This design comes from an exercise in tuning for small area, a short achievable clock period and few clock cycles on the open sky130 flow, not from production work.
In this exercise RTL edits were held to simulation tests only and were not proved equivalent to the original.
Power and IR drop assume default switching activity.

==> 05-04: inputs <==
## stepper_microstep_trajectory_unit
module stepper_microstep_trajectory_unit #(
    parameter int AXES = 4
) (
    input  logic                        i_clk,
    input  logic                        i_rst_n,
    input  logic                        i_valid,
    output logic                        o_stall,
    input  logic [1:0]                  i_opcode,
    input  logic [1:0]                  i_axis,
    input  logic [30:0]                 i_target,
    output logic                        o_valid,
    input  logic                        i_stall,
    output logic [9:0]                  o_pwm_a,
    output logic [9:0]                  o_pwm_b,
    output logic [30:0]                 o_position,
    output logic signed [15:0]          o_velocity,
    input  logic                        psel,
    input  logic                        penable,
    input  logic                        pwrite,
    input  logic [smt_pkg::CFG_AW-1:0]  paddr,
    input  logic [31:0]                 pwdata,
    output logic [31:0]                 prdata,
    output logic                        pready
);
Settings: LEC_CHECK=0, ABC_AREA=1, CAP_MARGIN=20, CORE_MARGIN=2, CORE_UTILIZATION=55, SETUP_SLACK_MARGIN=2.0, SLEW_MARGIN=20; clock period 10.0 ns.
run.sh (not shown) runs the stock make flow with config.mk's settings and CLKGATE_MAP_FILE= SYNTH_SCRIPT=/design/flow/synth_recipe.tcl, a recipe that flattens the netlist after the stock synthesis.
==> 12-03: changes against 05-04 <==
- CORE_UTILIZATION: 55 -> 40
- SETUP_SLACK_MARGIN: 2.0 -> 2.5
==> 09-17: changes against 05-04 <==
- CORE_UTILIZATION: 55 -> 45
- SETUP_SLACK_MARGIN: 2.0 -> 2.75
- TNS_END_PERCENT: default -> 5
==> 07-08: changes against 05-04 <==
- CORE_UTILIZATION: 55 -> 40
- SETUP_SLACK_MARGIN: 2.0 -> 2.5
- TNS_END_PERCENT: default -> 5
==> run notes <==
Hold WS 0.497 ns; worst setup path end u_pos2.r_word[0][0]; GR Util met3 5.28%; outcome no timing/DRC/antenna violations; Num CTS Buffers 60; die area 114,000 um^2; final cell count without fillers 7,873; slew margin rel. 31.5%
The numbers above come from 12-03.

==> run notes <==
Hold WS 0.503 ns; outcome no timing/DRC/antenna violations; GR Util met3 8.94%; final cell count without fillers 7,329; worst setup path end r_ypos2[14]; Num CTS Buffers 60
The numbers above come from 05-04.

==> run notes <==
GR Util met3 6.13%; max_cap viols 0; outcome no timing/DRC/antenna violations; die area 102,000 um^2; Setup crit start kind register; Num CTS Buffers 56; worst setup path end r_xpos1[20]; Routed WL 179 mm; Hold WS 0.496 ns
The numbers above come from 09-17.

==> run notes <==
final cell count without fillers 7,853; worst setup path end r_xpos1[12]; Num CTS Buffers 60; outcome no timing/DRC/antenna violations; slew margin rel. 29.7%; Hold WS 0.497 ns
The numbers above come from 07-08.

Testbench counts of 05-04, summed over its fixed seeds: cycles 4,120.
Testbench counts of 12-03, summed over its fixed seeds: cycles 4,120.
Testbench counts of 09-17, summed over its fixed seeds: cycles 4,120.
Testbench counts of 07-08, summed over its fixed seeds: cycles 4,120.

==> inputs of garnet <==
Another version of the RTL of stepper_microstep_trajectory_unit (not shown whole).
Settings: LEC_CHECK=0, ABC_AREA=1, CAP_MARGIN=20, CORE_MARGIN=2, CORE_UTILIZATION=40, SETUP_SLACK_MARGIN=2.0, SLEW_MARGIN=20; clock period 10.0 ns.
==> indigo (differences from garnet) <==
--- a/flow/design.v
+++ b/flow/design.v
@@ -404,24 +404,55 @@
         r = '0;
         for (int a = 0; a < AXES; a++) begin
             r = r | (all[a*16 +: 16] & {16{sel[a]}});
         end
         pick16 = r;
     endfunction
+    logic [30:0]        r_xpos1, r_ypos2;
+    logic [15:0]        r_yvel;
     logic [30:0]        w_xpos1, w_ypos2;
     logic signed [15:0] w_yvel;
-    assign w_xpos1 = pick31(w_pos1_all, r_xsel & w_ok1);
-    assign w_ypos2 = pick31(w_pos2_all, r_ysel & w_ok2);
-    assign w_yvel  = pick16(w_vel_all, r_ysel & w_okv);
+    logic [3:0]         w_isel;
+    logic [30:0]        w_ipos1, w_xpos2rd;
+    logic [15:0]        w_xvelrd;
+    logic               w_fwd1, w_fwd2;
+    assign w_isel    = 4'b0001 << i_axis;
+    assign w_ipos1   = pick31(w_pos1_all, w_isel & w_ok1);
+    assign w_xpos2rd = pick31(w_pos2_all, r_xsel & w_ok2);
+    assign w_xvelrd  = pick16(w_vel_all, r_xsel & w_okv);
+    assign w_fwd1    = w_xgo && (r_xsel == w_isel) && (r_xop != smt_pkg::OP_NONE);
+    assign w_fwd2    = w_ygo && (r_ysel == r_xsel);
+    always_ff @(posedge i_clk) begin
+        if (w_acc) begin
+            if (w_fwd1) begin
+                r_xpos1 <= (r_xop == smt_pkg::OP_CLEAR) ? 31'd0 : w_pos1_wd;
+            end else begin
+                r_xpos1 <= w_ipos1;
+            end
+        end
+        if (w_xgo) begin
+            if (w_fwd2 && (r_yop != smt_pkg::OP_NONE)) begin
+                r_ypos2 <= (r_yop == smt_pkg::OP_CLEAR) ? 31'd0 : w_pos2_wd;
+            end else begin
+                r_ypos2 <= w_xpos2rd;
+            end
+            if (w_fwd2 && (r_yop == smt_pkg::OP_STEP || r_yop == smt_pkg::OP_CLEAR)) begin
+                r_yvel <= (r_yop == smt_pkg::OP_CLEAR) ? 16'd0 : w_v;
+            end else begin
+                r_yvel <= w_xvelrd;
+            end
+        end
+    end
+    assign w_xpos1 = r_xpos1;
+    assign w_ypos2 = r_ypos2;
+    assign w_yvel  = r_yvel;
     logic [30:0]        w_xa, w_xd;
     logic signed [31:0] w_xdl;
     logic [31:0]        w_xq, w_xam1, w_xas;
     logic               w_xgt, w_xz, w_xkp, w_xkn;
-    assign w_xa = pick31(w_pos1_all, r_xsel & w_ok1 & {4{w_idle || (r_s1 && !r_selY)}}) |
-                  pick31(w_pos2_all, r_ysel & w_ok2 & {4{r_s1 && r_selY}}) |
-                  (r_u & {31{r_s2 || r_s3}});
+    assign w_xa = (r_s2 || r_s3) ? r_u : ((r_s1 && r_selY) ? w_ypos2 : w_xpos1);
     assign w_xd = r_s3 ? r_u : (r_selY ? r_yp1 : r_xtgt);
     assign w_xdl = {1'b0, w_xd} - {1'b0, w_xa};
     assign w_xq  = w_xdl >>> r_damp;
     assign w_xgt = !w_xdl[31] && (w_xdl != 32'd0) && w_dnz;
     assign w_xz  = (w_xd == 31'd0) &&
                    (!w_dnz || ((w_xa[30:1] == 30'd0) && !(r_s2 && w_xa[0])));
SETUP_SLACK_MARGIN = 3.0   (was 2.0)
==> comparison table <==
Status: garnet finished clean; indigo finished clean
Number of standard cells after synthesis: garnet 5776; indigo 6064
Worst Tran Pin Value: garnet 1.08 ns; indigo 1.17 ns
Number of multi-input logic gates: garnet 4374; indigo 4334
Most frequent cell on the critical path: garnet buf_4; indigo nand2_2
Post-synthesis register bit count: garnet 465; indigo 543
Setup crit end: garnet u_pos2.r_word[2][9]; indigo u_vel.r_word[3][8]
# fillers: garnet 10387; indigo 10432
Post-synthesis compound-gate area fraction: garnet 0.159; indigo 0.173
Met2 demand-to-capacity share in global routing: garnet 0.557; indigo 0.429
Post-layout total power: garnet 0.0180 W; indigo 0.0233 W
Hold slack final: garnet 0.534 ns; indigo 0.499 ns
Switching power share of the total: garnet 0.504; indigo 0.488
Router iterations before antenna repair: garnet 7; indigo 6
Detailed-routed wire length on met2: garnet 86.6 mm; indigo 74.6 mm
Number of nets in the layout: garnet 6480; indigo 6871
Final worst clock skew: garnet 0.0611 ns; indigo 0.0665 ns
Clock latency reported for the late side of the worst-skew pair: garnet 0.65 ns; indigo 0.70 ns
End point of the worst hold path: garnet r_ysel[3]; indigo r_accel[0]
Clock network area share: garnet 0.0343; indigo 0.0351
Placed Instances: garnet 7251; indigo 7556
Detailed route wirelength on metal3: garnet 15.0 mm; indigo 19.1 mm
Testbench counts of garnet, summed over its fixed seeds: cycles 4,120.
Testbench counts of indigo, summed over its fixed seeds: cycles 4,120.

-- separate check: timing with driven ports --
The results above use ideal ports. As a check the final layouts listed here were re-extracted and re-timed, cells and wires unchanged. Step 1, drivers: a clkbuf_16 drives i_clk and a buf_2 each remaining input, both assumed. Step 2 times the ports against the registers' clock, not the clock port: input delays grow and output delays shrink by t, the midpoint of the rising clock arrivals with the driver on. Three values: no drivers, after step 1, after step 2; two values: the first two.
| run | t, ns | slack for setup (ns) | hold slack, ns | worst register clock-pin slew, ns |
|---|---|---|---|---|
| 05-04 | 0.728 | 2.258 / 2.258 / 2.258 | 0.503 / 0.503 / 0.503 | 0.07 / 0.07 |
| 12-03 | 0.754 | 2.631 / 2.631 / 2.631 | 0.497 / 0.497 / 0.497 | 0.07 / 0.07 |
| 09-17 | 0.704 | 2.649 / 2.649 / 2.649 | 0.496 / 0.496 / 0.496 | 0.08 / 0.08 |
| 07-08 | 0.748 | 2.569 / 2.569 / 2.569 | 0.497 / 0.497 / 0.497 | 0.07 / 0.07 |
| garnet | 0.693 | 1.851 / 1.851 / 1.851 | 0.534 / 0.534 / 0.534 | 0.07 / 0.07 |
| indigo | 0.746 | 2.778 / 2.778 / 2.778 | 0.499 / 0.499 / 0.499 | 0.07 / 0.07 |
After both steps every run listed still meets setup and hold.
